What follows belongs to an exercise in optimizing a design on an open flow for small area, a short achievable clock period and few clock cycles per item; a production flow would make more cautious choices. The RTL was checked by simulation tests, not by an equivalence proof against the original design. Power is estimated from default activity; no workload was simulated.

// lru_cache_table
module lru_cache_table #(
  parameter int DEPTH = lct_pkg::DEPTH_DEFAULT
) (
  input  logic                        clk,
  input  logic                        rst,
  input  logic                        in_valid,
  output logic                        in_ready,
  input  logic [lct_pkg::CMD_W-1:0]   command,
  input  logic [lct_pkg::KEY_W-1:0]   key,
  input  logic [lct_pkg::VALUE_W-1:0] value,
  output logic                        out_valid,
  input  logic                        out_ready,
  output logic                        hit,
  output logic [lct_pkg::VALUE_W-1:0] read_data
);
Size: about 2,500 cells after synthesis, about 960 flip-flops.
Settings: LEC_CHECK=0, CAP_MARGIN=20, CORE_MARGIN=2, CORE_UTILIZATION=60, CTS_CLUSTER_DIAMETER=110, CTS_CLUSTER_SIZE=24, PLACE_DENSITY=0.72, SETUP_SLACK_MARGIN=2.2, SLEW_MARGIN=20; clock period 5.0 ns.
run.sh (not shown) runs the stock make flow with config.mk's settings and CLKGATE_MAP_FILE= SYNTH_SCRIPT=/design/flow/synth_recipe.tcl, a recipe that flattens the netlist after the stock synthesis.
The baseline completed with no timing, DRC or antenna violations.
Testbench counts at the start, summed over its fixed seeds: cycles 16,024, requests 16,000.
Change:
--- a/flow/config.mk
+++ b/flow/config.mk
@@ -10,6 +10,3 @@
 export CORE_UTILIZATION = 60
-export CTS_CLUSTER_DIAMETER = 110
-export CTS_CLUSTER_SIZE = 24
-export PLACE_DENSITY = 0.72
-export SETUP_SLACK_MARGIN = 2.2
+export SETUP_SLACK_MARGIN = 2.5
 export SLEW_MARGIN = 20
After rerunning: Total power grows by 26%. Final cell count is higher by about 8%. Synthesized area stays the same. Critical path depth goes up by 3. Setup slack improves by 0.097 ns. Worst hold slack hardly moves. Core utilization climbs by 8.7 points. Clock power went up by about 90%. Global-route usage rose by 3.4 points. Via count climbs by 8.9%. Fmax rose by 3.5%.
Change:
--- a/flow/config.mk
+++ b/flow/config.mk
@@ -10,3 +10,3 @@
 export CORE_UTILIZATION = 60
-export SETUP_SLACK_MARGIN = 2.5
+export SETUP_SLACK_MARGIN = 2.2
 export SLEW_MARGIN = 20
Outcome:
- The new run finished with timing, DRC and antenna clean
- die area stays the same
- cell count decreases by 5.5%
- sequential power hardly moves
- register-to-register slack is worse by 0.09 ns
Change:
--- a/flow/config.mk
+++ b/flow/config.mk
@@ -10,3 +10,5 @@
 export CORE_UTILIZATION = 60
-export SETUP_SLACK_MARGIN = 2.2
+export CTS_CLUSTER_DIAMETER = 110
+export CTS_CLUSTER_SIZE = 24
+export SETUP_SLACK_MARGIN = 2.4
 export SLEW_MARGIN = 20
The changed run completed with no timing, DRC or antenna violations.
Power is lower by 13%.
Via count goes up by 1.7%.
Non-clock buffer count climbs by 129.
First-iteration DRC count grows by 14%.
Final cell count went up by 0.49%.
Change:
--- a/flow/config.mk
+++ b/flow/config.mk
@@ -12,3 +12,3 @@
 export CTS_CLUSTER_SIZE = 24
-export SETUP_SLACK_MARGIN = 2.4
+export SETUP_SLACK_MARGIN = 2.3
 export SLEW_MARGIN = 20
Outcome: Maximum frequency came out lower by a few percent. Synthesized cell count is unchanged. Final area shrinks by a few percent. Clock power drops by a few percent. Routed wire length drops by a few percent. Global-route usage goes up by 0.66 points. Clock-buffer cell count drops by 9. Total power came out lower slightly. Core utilization decreases by 2.0 points. First-iteration DRC count went up slightly.

========
Starting RTL as in the previous note.
==> flow/config.mk <==
export PLATFORM = sky130hd
export DESIGN_NAME = lru_cache_table
export DESIGN_NICKNAME = lru_cache_table
export VERILOG_FILES = /design/flow/design.v
export SDC_FILE = /design/flow/constraint.sdc
export NUM_CORES = 4
export LEC_CHECK = 0
export CAP_MARGIN = 20
export CORE_MARGIN = 2
export CORE_UTILIZATION = 60
export CTS_CLUSTER_DIAMETER = 110
export CTS_CLUSTER_SIZE = 24
export SETUP_SLACK_MARGIN = 2.0
export SLEW_MARGIN = 20
==> flow/constraint.sdc <==
create_clock -name core_clock -period 5.0 [get_ports {clk}]
set_input_delay 1.0000 -clock core_clock [delete_from_list [all_inputs] [get_ports {clk}]]
set_output_delay 1.0000 -clock core_clock [all_outputs]
set_load 0.01 [all_outputs]
Testbench counts at the start, summed over its fixed seeds: cycles 16,024, requests 16,000.
Rerun with:
Settings changed: CTS_CLUSTER_DIAMETER 110 to 125, CTS_CLUSTER_SIZE 24 to 27, SETUP_SLACK_MARGIN 2.0 to 2.2.
Outcome: The changed run produced a clean layout; routed wire length grows by 4.2%; total power fell by 0.62%; cell count rose by 0.31%; cell area grows by 1.2%; clock power decreases by 6.2%; worst setup slack is better by 0.15 ns.
Rerun with:
Settings changed: CTS_CLUSTER_DIAMETER 125 to 110, CTS_CLUSTER_SIZE 27 to 24, SETUP_SLACK_MARGIN 2.2 to 2.4, TNS_END_PERCENT from default to 40.
Outcome: Worst setup slack loses 0.065 ns; wire length goes up by 5.4%; area after synthesis stays the same; non-clock buffer count grows by 83; via count went up by 2.2%; design area went up by 4.0%; sequential cell count stays the same; final cell count climbs by 2.6%; power climbs by 2.1%.
Rerun with:
Settings changed: SETUP_SLACK_MARGIN 2.4 to 2.2, TNS_END_PERCENT 40 to default.
After rerunning: The new run produced a clean layout. Utilization fell by 2.5 points. First-iteration DRC count fell by roughly a tenth. Final area fell by a few percent. Worst hold slack loses 0.0044 ns. Synthesized cell count stays the same. Die area is unchanged. Wire length fell by a few percent. Global-route usage fell by 0.89 points. Clock skew rose by 0.0063 ns.

re-timing with driven ports:
In the flow no input, the clock included, has a driving cell. The finished layouts below were timed again as built, in two steps. Step 1 sets driving cells, clkbuf_16 on the clock port and buf_2 on the other inputs (assumed; they add their load-dependent delay and slew). Step 2 also shifts input and output timing later by t, the mid clock arrival at the registers, as if the neighbouring blocks saw the same clock. Three values: no drivers, after step 1, after step 2; two values: the first two.
run | t, ns | slack for setup (ns) | worst register clock-pin slew, ns
the first run of note 1 | 0.705 | 2.134 / 2.134 / 1.637 | 0.10 / 0.10
the second run of note 1 | 0.718 | 2.231 / 2.231 / 1.870 | 0.07 / 0.07
the third run of note 1 | 0.710 | 2.145 / 2.145 / 1.572 | 0.07 / 0.07
the fourth run of note 1 | 0.695 | 2.246 / 2.246 / 1.792 | 0.11 / 0.11
the fifth run of note 1 | 0.685 | 2.189 / 2.189 / 1.593 | 0.10 / 0.10
the first run of note 2 | 0.693 | 2.049 / 2.029 / 1.487 | 0.10 / 0.10
the second run of note 2 | 0.686 | 2.196 / 2.196 / 1.626 | 0.11 / 0.11
the third run of note 2 | 0.700 | 2.131 / 2.131 / 1.708 | 0.10 / 0.10
the fourth run of note 2 | 0.690 | 2.202 / 2.202 / 1.592 | 0.10 / 0.10
After both steps every run listed still meets setup and hold. For the fourth run of note 2, which loses most, drivers alone change the setup slack by 0.000 ns; drivers and shift together by -0.610 ns.
